What follows belongs to an exercise in optimizing a design on an open flow for small area, a short achievable clock period and few clock cycles per item; a production flow would make more cautious choices.
Function was checked by simulation only, so behaviour that the tests miss may differ from the original.

==> exp/raven <==
==> flow/design.v (excerpt) <==
module matrix_inverse_4x4
#(
    parameter int ELEMENT_BITS  = 16,
    parameter int FRACTION_BITS = 8,
    localparam int TDW = ((4 * ELEMENT_BITS + 7) / 8) * 8
) (
    input  logic           aclk,
    input  logic           aresetn,
    input  logic           s_tvalid,
    output logic           s_tready,
    input  logic [TDW-1:0] s_tdata,    
    output logic           m_tvalid,
    input  logic           m_tready,
    output logic [TDW-1:0] m_tdata,    
    output logic           m_tlast,    
    output logic [0:0]     m_tuser     
);
    function automatic logic [31:0] sx16(input logic [15:0] v);
        sx16 = {{16{v[15]}}, v};
    endfunction
    function automatic logic [48:0] sx32(input logic [31:0] v);
        sx32 = {{17{v[31]}}, v};
    endfunction
    function automatic logic [31:0] and32(input logic c, input logic [31:0] v);
        and32 = {32{c}} & v;
    endfunction
    function automatic logic [2:0] booth_dec(input logic [15:0] e, input logic [2:0] p,
                                             input logic f);
        logic [16:0] ext;
        logic [2:0]  w;
        ext = {e, 1'b0};
        w   = 3'(ext >> {p, 1'b0});
        booth_dec = {w[2] ^ f,
                     (w[2] & ~w[1] & ~w[0]) | (~w[2] & w[1] & w[0]),
                     w[1] ^ w[0]};
    endfunction
    typedef enum logic [2:0] {A_IN, A_WX, A_X, A_WY, A_Y, A_Z, A_WC} aphase_t;
    aphase_t               aphase_reg;
    logic [1:0]            abeat_reg;
    logic [2:0]            ap_reg;          
  ...
clock: 10.0 ns
lec_check: 0
abc_clock_period_in_ps: 3000
cap_margin: 20
core_margin: 2
core_utilization: 40
setup_slack_margin: 5
slew_margin: 20
run.sh (not shown) runs the stock make flow with config.mk's settings and CLKGATE_MAP_FILE= SYNTH_SCRIPT=/design/flow/synth_recipe.tcl, a recipe that flattens the netlist after the stock synthesis.
==> exp/willow: changes against exp/raven <==
--- a/flow/design.v
+++ b/flow/design.v
@@ -103,40 +103,38 @@
 endmodule
 module mi4_minor (
     input  logic        aclk,
     input  logic        first,
     input  logic [15:0] m1,
     input  logic [15:0] m2,
     input  logic [2:0]  g1,      
     input  logic [2:0]  g2,
-    output logic [31:0] accn     
+    output logic [32:0] accn     
 );
-    logic [18:0] hi_reg;
-    logic [15:0] lo_reg;
-    logic [18:0] x0, x1, x2, s1, c1, t;
-    function automatic logic [18:0] booth_pp(input logic [15:0] m, input logic [2:0] g);
+    logic [32:0] acc_reg;
+    logic [32:0] x0, x1, x2, s1, c1;
+    function automatic logic [32:0] booth_pp(input logic [15:0] m, input logic [2:0] g);
         logic [16:0] sel;
         sel = ({17{g[0]}} & {m[15], m}) | ({17{g[1]}} & {m, 1'b0});
         sel = sel ^ {17{g[2]}};
-        booth_pp = {{2{sel[16]}}, sel};
+        booth_pp = {{16{sel[16]}}, sel};
     endfunction
     always_comb begin
-        x0 = first ? '0 : hi_reg;
+        x0 = first ? '0 : {acc_reg[30:0], 2'b00};
+        x0[0] = g1[2];
         x1 = booth_pp(m1, g1);
         x2 = booth_pp(m2, g2);
         s1 = x0 ^ x1 ^ x2;
         c1 = (x0 & x1) | (x0 & x2) | (x1 & x2);
-        c1 = {c1[17:0], g1[2]};
-        t  = s1 + c1 + {18'd0, g2[2]};
-        accn = {t[17:0], lo_reg[15:2]};
+        c1 = {c1[31:0], g2[2]};
+        accn = s1 + c1;
     end
     always_ff @(posedge aclk) begin
-        hi_reg <= {{2{t[18]}}, t[18:2]};
-        lo_reg <= {t[1:0], lo_reg[15:2]};
+        acc_reg <= accn;
     end
 endmodule
 module mi4_det (
     input  logic             aclk,
     input  logic             en,
     input  logic             first,
     input  logic [3:0][48:0] m,
     input  logic [3:0][2:0]  g,       
@@ -219,60 +217,58 @@
         booth_dec = {w[2] ^ f,
                      (w[2] & ~w[1] & ~w[0]) | (~w[2] & w[1] & w[0]),
                      w[1] ^ w[0]};
     endfunction
     typedef enum logic [2:0] {A_IN, A_WX, A_X, A_WY, A_Y, A_Z, A_WC} aphase_t;
     aphase_t               aphase_reg;
     logic [1:0]            abeat_reg;
     logic [2:0]            ap_reg;          
-    logic                  ap_first;        
     logic                  a_rdy;           
     logic                  a_copied;        
     logic [3:0][3:0][15:0] aa;              
     logic                  ax_reg, ay_reg, az_reg;    
     logic [3:0][1:0][2:0]  mg_reg;          
-    logic [3:0][31:0]      mu_accn;
+    logic [3:0][32:0]      mu_accn;
     logic [3:0][15:0]      mu_m1, mu_m2;
     logic [5:0][31:0]      smin;            
     logic [5:0][31:0]      cmin;            
     logic                  b_pre2, b_pre3;  
     logic                  x_now, y_now;    
     for (genvar k = 0; k < 4; k++) begin : g_mu
         mi4_minor u_minor (
-            .aclk(aclk), .first(ap_first),
+            .aclk(aclk), .first(ap_reg == 3'd7),
             .m1(mu_m1[k]), .m2(mu_m2[k]), .g1(mg_reg[k][0]), .g2(mg_reg[k][1]),
             .accn(mu_accn[k]));
     end
     always_comb begin
         mu_m1[0] = aa[0][1];
         mu_m2[0] = aa[1][1];
         mu_m1[1] = aa[2][1];
         mu_m2[1] = aa[3][1];
         mu_m1[2] = ax_reg ? aa[0][2] : aa[0][0];
         mu_m2[2] = ay_reg ? aa[0][2] : aa[0][3];
         mu_m1[3] = ax_reg ? aa[2][2] : aa[2][0];
         mu_m2[3] = ay_reg ? aa[2][2] : aa[2][3];
     end
     logic       a_run;
-    logic       a_runst;     
     logic [1:0] arsel;
     logic [2:0] apsel;
     logic [3:0][1:0][15:0] mde;
     logic       x_go, y_go;
     logic [1:0] acr;
     logic       wx_q;    
     always_comb begin
         x_go  = !a_rdy && (!b_pre2 || x_now);
         y_go  = !b_pre3 || y_now;
-        a_runst = (aphase_reg == A_X) || (aphase_reg == A_Y) || (aphase_reg == A_Z);
-        a_run = a_runst || (aphase_reg == A_WX && x_go && wx_q) || (aphase_reg == A_WY && y_go);
-        apsel = (ap_reg != 3'd0) ? ap_reg - 3'd1 : 3'd7;
+        a_run = (aphase_reg == A_X) || (aphase_reg == A_Y) || (aphase_reg == A_Z)
+             || (aphase_reg == A_WX && x_go && wx_q) || (aphase_reg == A_WY && y_go);
+        apsel = (a_run && ap_reg != 3'd0) ? ap_reg - 3'd1 : 3'd7;
         acr   = ay_reg ? 2'd1 : (az_reg ? 2'd2 : 2'd0);
-        if (a_runst && ap_reg == 3'd0)
+        if (a_run && ap_reg == 3'd0)
             arsel = (acr == 2'd2) ? 2'd0 : acr + 2'd1;
         else
             arsel = acr;
         case (arsel)
             2'd0: begin
                 mde[0][0] = aa[1][3]; mde[0][1] = aa[0][3];
                 mde[1][0] = aa[3][3]; mde[1][1] = aa[2][3];
                 mde[2][0] = aa[1][3]; mde[2][1] = aa[1][2];
@@ -290,17 +286,16 @@
                 mde[2][0] = aa[1][3]; mde[2][1] = aa[1][0];
                 mde[3][0] = aa[3][3]; mde[3][1] = aa[3][0];
             end
         endcase
     end
     typedef enum logic [2:0] {P_WAIT, P_COF0, P_CAP0, P_COF, P_CAP} phase_t;
     phase_t               phase_reg, phase_n;
     logic [2:0]           p_reg, p_n;       
-    logic                 p_first;          
     logic [1:0]           rnd_reg, rnd_n;   
     logic [2:0]           ri_reg;           
     logic                 h_full;           
     logic [1:0]           hcol_reg;         
     logic                 r_loaded;         
     logic [1:0]           rcol_reg;         
     logic                 drun;             
     logic [2:0]           dcnt_reg;
@@ -310,21 +305,19 @@
     logic [3:0]           nq_reg;           
     logic                 qsing_reg;        
     logic                 det_ready;        
     logic                 c0_ld;            
     logic                 b_post2, b_post3;
     logic                 mac_en_reg;
     logic                 mac_go;           
     logic                 b_loaded, b_loaded_q;    
-    logic                 ds1_go, ds2_reg;   
-    logic [65:0]          det_val;
+    logic                 ds1_reg, ds2_reg;  
     logic                 dt_run;           
     logic [2:0]           dt_p;             
-    logic                 dt_first;         
     logic                 dt_done;          
     logic [3:0][2:0]      dtg_reg;          
     logic [3:0][3:0][15:0] a;               
     logic [65:0]           dx_reg;
     logic                  dcin_reg;
     logic [66:0]           nd3_reg;         
     logic                  dsgn_reg;
     logic                  sing_reg;
@@ -339,45 +332,45 @@
     logic [3:0][48:0] hval;
     logic             h_cap;
     logic [3:0][47:0] rmag;
     logic [3:0]       rsgn;
     logic [3:0][15:0] qbits;
     logic [3:0][2:0][2:0] g_reg;            
     logic [31:0] m01, m02, m03, m11, m12, m13, m21, m22, m23, m31, m32, m33;
     mi4_lane #(.AW(50), .MW(32)) u_lane0 (
-        .aclk(aclk), .mac_en(mac_go), .mac_first(p_first), .h_cap(h_cap),
+        .aclk(aclk), .mac_en(mac_go), .mac_first(p_reg == 3'd7), .h_cap(h_cap),
         .m1(m01), .m2(m02), .m3(m03),
         .g1(g_reg[0][0]), .g2(g_reg[0][1]), .g3(g_reg[0][2]),
         .acc_s(acc0s), .acc_c(acc0c), .accr(accr[0]), .hval(hval[0]),
         .div_load(div_load), .div_step(div_step), .dx(dx_reg), .dcin(dcin_reg), .nd3(nd3_reg),
         .rmag(rmag[0]), .rsgn(rsgn[0]), .qbits(qbits[0]));
     mi4_lane #(.AW(50), .MW(32)) u_lane1 (
-        .aclk(aclk), .mac_en(mac_go), .mac_first(p_first), .h_cap(h_cap),
+        .aclk(aclk), .mac_en(mac_go), .mac_first(p_reg == 3'd7), .h_cap(h_cap),
         .m1(m11), .m2(m12), .m3(m13),
         .g1(g_reg[1][0]), .g2(g_reg[1][1]), .g3(g_reg[1][2]),
         .acc_s(acc1s), .acc_c(acc1c), .accr(accr[1]), .hval(hval[1]),
         .div_load(div_load), .div_step(div_step), .dx(dx_reg), .dcin(dcin_reg), .nd3(nd3_reg),
         .rmag(rmag[1]), .rsgn(rsgn[1]), .qbits(qbits[1]));
     mi4_lane #(.AW(50), .MW(32)) u_lane2 (
-        .aclk(aclk), .mac_en(mac_go), .mac_first(p_first), .h_cap(h_cap),
+        .aclk(aclk), .mac_en(mac_go), .mac_first(p_reg == 3'd7), .h_cap(h_cap),
         .m1(m21), .m2(m22), .m3(m23),
         .g1(g_reg[2][0]), .g2(g_reg[2][1]), .g3(g_reg[2][2]),
         .acc_s(acc2s), .acc_c(acc2c), .accr(accr[2]), .hval(hval[2]),
         .div_load(div_load), .div_step(div_step), .dx(dx_reg), .dcin(dcin_reg), .nd3(nd3_reg),
         .rmag(rmag[2]), .rsgn(rsgn[2]), .qbits(qbits[2]));
     mi4_lane #(.AW(50), .MW(32)) u_lane3 (
-        .aclk(aclk), .mac_en(mac_go), .mac_first(p_first), .h_cap(h_cap),
+        .aclk(aclk), .mac_en(mac_go), .mac_first(p_reg == 3'd7), .h_cap(h_cap),
         .m1(m31), .m2(m32), .m3(m33),
         .g1(g_reg[3][0]), .g2(g_reg[3][1]), .g3(g_reg[3][2]),
         .acc_s(acc3s), .acc_c(acc3c), .accr(accr[3]), .hval(hval[3]),
         .div_load(div_load), .div_step(div_step), .dx(dx_reg), .dcin(dcin_reg), .nd3(nd3_reg),
         .rmag(rmag[3]), .rsgn(rsgn[3]), .qbits(qbits[3]));
     mi4_det u_det (
-        .aclk(aclk), .en(dt_run), .first(dt_first), .m(hval), .g(dtg_reg),
+        .aclk(aclk), .en(dt_run), .first(dt_p == 3'd7), .m(hval), .g(dtg_reg),
         .acc_s(dts), .acc_c(dtc));
     logic       scr01, scr23, scr02, scr13, scr03, scr12;
     logic [31:0] cx1, cx2, cx3;    
     logic [31:0] sx1, sx2, sx3;    
     always_comb begin
         cx1 = and32(scr01, cmin[5]) | and32(scr23, cmin[0]);
         cx2 = and32(scr02, cmin[4]) | and32(scr13, cmin[1]);
         cx3 = and32(scr03, cmin[3]) | and32(scr12, cmin[2]);
@@ -397,18 +390,18 @@
         m32 = sx2;
         m33 = sx3;
     end
     logic [2:0]            rsel, psel;
     logic [3:0][2:0][15:0] de;     
     logic [3:0][2:0]       df;     
     logic [1:0]            nj, nk, nl, nm;
     always_comb begin
-        rsel = (mac_en_reg && p_reg == 3'd0) ? ((ri_reg == 3'd3) ? 3'd0 : ri_reg + 3'd1) : ri_reg;
-        psel = (p_reg != 3'd0) ? p_reg - 3'd1 : 3'd7;
+        rsel = (mac_go && p_reg == 3'd0) ? ((ri_reg == 3'd3) ? 3'd0 : ri_reg + 3'd1) : ri_reg;
+        psel = (mac_go && p_reg != 3'd0) ? p_reg - 3'd1 : 3'd7;
         nj   = rsel[1:0];
         nk = nj ^ 2'd1;
         nl = nj ^ 2'd2;
         nm = nj ^ 2'd3;
         de[0][0] = a[1][nk]; de[0][1] = a[1][nl]; de[0][2] = a[1][nm];
         de[1][0] = a[0][nk]; de[1][1] = a[0][nl]; de[1][2] = a[0][nm];
         de[2][0] = a[3][nk]; de[2][1] = a[3][nl]; de[2][2] = a[3][nm];
         de[3][0] = a[2][nk]; de[3][1] = a[2][nl]; de[3][2] = a[2][nm];
@@ -440,18 +433,16 @@
     logic copy_go;       
     logic beat_go;
     logic       scof;    
     logic [1:0] scol;
     always_comb begin
         out_go   = r_ready && !m_tvalid_reg;
         ld_go    = h_full && !r_loaded && (!drun || dcnt_reg == 3'd0);
         st_go    = r_loaded && !drun && (!r_ready || out_go) && (rcol_reg != 2'd0 || det_ready);
-        ds1_go   = dt_done && c0_ld;
-        det_val  = dts + dtc;
         div_load = ld_go;
         div_step = drun || st_go;
         h_free   = !h_full || ld_go;
         h_cap    = ((phase_reg == P_CAP0) || (phase_reg == P_CAP)) && h_free;
         x_now    = (phase_reg == P_CAP) && (rnd_reg == 2'd1) && h_free;
         y_now    = (phase_reg == P_CAP) && (rnd_reg == 2'd2) && h_free;
         b_start  = ((phase_reg == P_WAIT) || (phase_reg == P_CAP && rnd_reg == 2'd3 && h_free))
                 && b_loaded && b_loaded_q && a_rdy;
@@ -488,17 +479,16 @@
         scol = (phase_n == P_CAP) ? ((rnd_n == 2'd3) ? 2'd0 : rnd_n + 2'd1)
              : ((phase_n == P_WAIT) ? 2'd0 : ((phase_n == P_CAP0) ? 2'd1 : rnd_n));
     end
     always_ff @(posedge aclk) begin
         if (!aresetn) begin
             aphase_reg   <= A_IN;
             abeat_reg    <= 2'd0;
             ap_reg       <= 3'd7;
-            ap_first     <= 1'b1;
             a_rdy        <= 1'b0;
             a_copied     <= 1'b0;
             ax_reg       <= 1'b0;
             wx_q         <= 1'b0;
             ay_reg       <= 1'b0;
             az_reg       <= 1'b0;
             b_pre2       <= 1'b0;
             b_pre3       <= 1'b0;
@@ -506,38 +496,36 @@
             m_tvalid_reg <= 1'b0;
             h_full       <= 1'b0;
             r_loaded     <= 1'b0;
             drun         <= 1'b0;
             r_ready      <= 1'b0;
             det_ready    <= 1'b0;
             c0_ld        <= 1'b0;
             p_reg        <= 3'd7;
-            p_first      <= 1'b1;
             rnd_reg      <= 2'd0;
             ri_reg       <= 3'd0;
             mac_en_reg   <= 1'b0;
             b_loaded     <= 1'b0;
             b_loaded_q   <= 1'b0;
+            ds1_reg      <= 1'b0;
             ds2_reg      <= 1'b0;
             dt_run       <= 1'b0;
             dt_done      <= 1'b0;
             dt_p         <= 3'd7;
-            dt_first     <= 1'b1;
             scr01        <= 1'b0;
             scr23        <= 1'b0;
             scr02        <= 1'b0;
             scr13        <= 1'b0;
             scr03        <= 1'b0;
             scr12        <= 1'b0;
         end else begin
             if (beat_go) abeat_reg <= abeat_reg + 2'd1;
             wx_q <= (aphase_reg == A_WX);
             if (a_run) ap_reg <= ap_reg - 3'd1;
-            ap_first <= a_run ? (ap_reg == 3'd0) : (ap_reg == 3'd7);
             case (aphase_reg)
                 A_IN: if (beat_go && abeat_reg == 2'd3) begin aphase_reg <= A_WX; ax_reg <= 1'b1; end
                 A_WX: if (x_go) aphase_reg <= A_X;
                 A_X:  if (ap_reg == 3'd0) begin aphase_reg <= A_WY; ax_reg <= 1'b0; ay_reg <= 1'b1; end
                 A_WY: if (y_go) aphase_reg <= A_Y;
                 A_Y:  if (ap_reg == 3'd0) begin
                           aphase_reg <= A_Z; ay_reg <= 1'b0; az_reg <= 1'b1; a_rdy <= 1'b1;
                       end
@@ -548,38 +536,37 @@
                       end
                 A_WC: if (a_copied) begin aphase_reg <= A_IN; a_copied <= 1'b0; end
                 default: aphase_reg <= A_IN;
             endcase
             if (copy_go && !(aphase_reg == A_Z && ap_reg == 3'd0)) a_copied <= 1'b1;
             phase_reg  <= phase_n;
             rnd_reg    <= rnd_n;
             p_reg      <= p_n;
-            p_first    <= (p_n == 3'd7);
             mac_en_reg <= (phase_n == P_COF0) || (phase_n == P_COF);
             scr01 <= scof && (scol == 2'd0 || scol == 2'd1);
             scr23 <= scof && (scol == 2'd2 || scol == 2'd3);
             scr02 <= scof && (scol == 2'd0 || scol == 2'd2);
             scr13 <= scof && (scol == 2'd1 || scol == 2'd3);
             scr03 <= scof && (scol == 2'd0 || scol == 2'd3);
             scr12 <= scof && (scol == 2'd1 || scol == 2'd2);
             if (mac_go && p_reg == 3'd0) ri_reg <= (ri_reg == 3'd3) ? 3'd0 : ri_reg + 3'd1;
-            dt_first <= !dt_run || (dt_p == 3'd0) || (phase_reg == P_CAP0 && h_free);
             if (phase_reg == P_CAP0 && h_free) begin
                 dt_run <= 1'b1;
                 dt_p   <= 3'd7;
             end else if (dt_run) begin
                 dt_p <= dt_p - 3'd1;
                 if (dt_p == 3'd0) begin
                     dt_run  <= 1'b0;
                     dt_done <= 1'b1;
                 end
             end
-            if (ds1_go) dt_done <= 1'b0;
-            ds2_reg <= ds1_go;
+            ds1_reg <= dt_done && c0_ld && !ds1_reg;
+            if (ds1_reg) dt_done <= 1'b0;
+            ds2_reg <= ds1_reg;
             if (copy_go) b_loaded <= 1'b1;
             b_loaded_q <= b_loaded && !b_start;
             if (b_start) begin
                 b_loaded   <= 1'b0;
                 b_loaded_q <= 1'b0;
                 a_rdy      <= 1'b0;
                 b_pre2     <= 1'b1;
                 b_pre3     <= 1'b1;
@@ -597,17 +584,17 @@
                 m_tvalid_reg <= 1'b1;
                 r_ready      <= 1'b0;
             end
             if (ld_go) begin
                 r_loaded <= 1'b1;
                 rcol_reg <= hcol_reg;
                 if (hcol_reg == 2'd0) c0_ld <= 1'b1;
             end
-            if (ds1_go) det_ready <= 1'b1;
+            if (ds2_reg) det_ready <= 1'b1;
             if (st_go) begin
                 r_loaded <= 1'b0;
                 drun     <= 1'b1;
                 dcnt_reg <= 3'd6;
                 drow_reg <= rcol_reg;
                 if (rcol_reg == 2'd0) begin det_ready <= 1'b0; c0_ld <= 1'b0; end
             end else if (drun) begin
                 dcnt_reg <= dcnt_reg - 3'd1;
@@ -622,23 +609,18 @@
         end
     end
     always_ff @(posedge aclk) begin
         if (beat_go) begin
             for (int c = 0; c < 4; c++) aa[abeat_reg][c] <= s_tdata[c*16 +: 16];
         end
         if (copy_go) a <= aa;
         for (int k = 0; k < 4; k++) begin
-            if (a_runst) begin
-                mg_reg[k][0] <= booth_dec(mde[k][0], 3'd7 - apsel, k < 2 && arsel == 2'd2);
-                mg_reg[k][1] <= booth_dec(mde[k][1], 3'd7 - apsel, !(k < 2 && arsel == 2'd2));
-            end else begin
-                mg_reg[k][0] <= booth_dec(mde[k][0], a_run ? 3'd1 : 3'd0, k < 2 && arsel == 2'd2);
-                mg_reg[k][1] <= booth_dec(mde[k][1], a_run ? 3'd1 : 3'd0, !(k < 2 && arsel == 2'd2));
-            end
+            mg_reg[k][0] <= booth_dec(mde[k][0], apsel, k < 2 && arsel == 2'd2);
+            mg_reg[k][1] <= booth_dec(mde[k][1], apsel, !(k < 2 && arsel == 2'd2));
         end
         if (a_run && ap_reg == 3'd0) begin
             if (ax_reg) begin
                 smin[4] <= mu_accn[0][31:0]; cmin[4] <= mu_accn[1][31:0];
                 smin[5] <= mu_accn[2][31:0]; cmin[5] <= mu_accn[3][31:0];
             end
             if (ay_reg) begin
                 smin[3] <= mu_accn[0][31:0]; cmin[3] <= mu_accn[1][31:0];
@@ -646,31 +628,30 @@
             end
             if (az_reg) begin
                 smin[0] <= mu_accn[0][31:0]; cmin[0] <= mu_accn[1][31:0];
                 smin[2] <= mu_accn[2][31:0]; cmin[2] <= mu_accn[3][31:0];
             end
         end
         for (int i = 0; i < 4; i++) begin
             for (int t = 0; t < 3; t++) begin
-                if (mac_en_reg) g_reg[i][t] <= booth_dec(de[i][t], psel, df[i][t]);
-                else g_reg[i][t] <= booth_dec(de[i][t], mac_go ? 3'd6 : 3'd7, df[i][t]);
+                g_reg[i][t] <= booth_dec(de[i][t], psel, df[i][t]);
             end
         end
         for (int i = 0; i < 4; i++) dtg_reg[i] <= booth_dec(a[i][0], dt_pos, 1'b0);
-        if (ds1_go) begin
-            dx_reg   <= det_val ^ {66{~det_val[65]}};
-            dcin_reg <= ~det_val[65];
-            dsgn_reg <= det_val[65];
-            nd3_reg  <= {1'b1, 66'd0};
+        if (ds1_reg) begin
+            dx_reg   <= dts + dtc;
         end
         if (ds2_reg) begin
-            nd3_reg  <= {dx_reg[65], dx_reg} + {dx_reg, 1'b0} + {65'd0, dcin_reg, 1'b0};
-            sing_reg <= dcin_reg && (&dx_reg);
+            dx_reg   <= dx_reg ^ {66{~dx_reg[65]}};
+            nd3_reg  <= ({dx_reg[65], dx_reg} + {dx_reg, 1'b0}) ^ {67{~dx_reg[65]}};
+            dcin_reg <= ~dx_reg[65];
+            dsgn_reg <= dx_reg[65];
         end
+        if (ds2_reg) sing_reg <= (dx_reg == 66'd0);
         if (out_go) begin
             m_tdata_reg  <= out_data;
             m_tlast_reg  <= (qrow_reg == 2'd3);
             m_tuser_reg  <= qsing_reg;
         end
     end
     assign m_tvalid   = m_tvalid_reg;
     assign m_tdata    = m_tdata_reg;
- CAP_MARGIN: 20 -> 10
- CORE_UTILIZATION: 40 -> 55
- SLEW_MARGIN: 20 -> 10
==> impl_metrics.env <==
export IMPL_outcome="complete, no violations"
export IMPL_sh_seq_area_pct=29.9
export IMPL_grt_util_met2_pct=64.4
export IMPL_post_dp_cell_area_mm2=0.214
export IMPL_grt_first_pass_wirelength_um=1120000
export IMPL_cp_num_buf_inv=2
export IMPL_dieArea_mm2=0.382
export IMPL_wl_met2_um=364000
export IMPL_crit_top_cell="xnor2_1"
export IMPL_synth_common_cells="edfxtp_1, nand2_1, inv_1"
export IMPL_power_frac_clock_pct=16.1
export IMPL_synth_simple_area_share_pct=12.0
export IMPL_track_usage_pct=39.8
export IMPL_synth_xor_area_share_pct=9.65
export IMPL_synthesis_nets=24200
export IMPL_finalClockSkew_ns=0.0766
export IMPL_cts_resized=489
export IMPL_nMultiInputCombCells=16800
export IMPL_areaGrowthSynthToFinish_pct=11.1
export IMPL_cp_max_fo=16
The numbers above come from exp/willow.

==> impl_metrics.env <==
export IMPL_nMultiInputCombCells=16700
export IMPL_crit_top_cell="buf_4"
export IMPL_areaGrowthSynthToFinish_pct=10.7
export IMPL_power_frac_clock_pct=19.5
export IMPL_post_dp_cell_area_mm2=0.215
export IMPL_synth_xor_area_share_pct=9.05
export IMPL_finalClockSkew_ns=0.0955
export IMPL_cp_num_buf_inv=4
export IMPL_outcome="complete, no violations"
export IMPL_synthesis_nets=24200
export IMPL_sh_seq_area_pct=30.3
The numbers above come from exp/raven.

Testbench counts of exp/raven, summed over its fixed seeds: cycles 3,488, items 96.
Testbench counts of exp/willow, summed over its fixed seeds: cycles 3,680, items 96.

## afterwards: timing with drivers on the ports
The results above use ideal ports. As a check the final layouts listed here were re-extracted and re-timed, cells and wires unchanged.
Step 1 assumes that a clkbuf_16 drives the clock port and a buf_2 every other input.
Step 2 times the ports against the registers' clock, not the clock port: input delays grow and output delays shrink by t, the midpoint of the rising clock arrivals with the driver on.
a / b / c = ideal ports / drivers / drivers and shift; a / b = the first two.
run	t, ns	slack for setup (ns)	hold slack, ns	pins driven straight from the clock port
exp/raven	1.095	4.924 / 4.924 / 4.876	0.351 / 0.351 / 0.351	1
exp/willow	1.039	4.847 / 4.847 / 4.847	0.423 / 0.423 / 0.423	1
After both steps setup and hold are still met in every run listed. The setup slack of exp/raven, which loses most, moves by 0.000 ns with the drivers and by -0.048 ns with both steps.
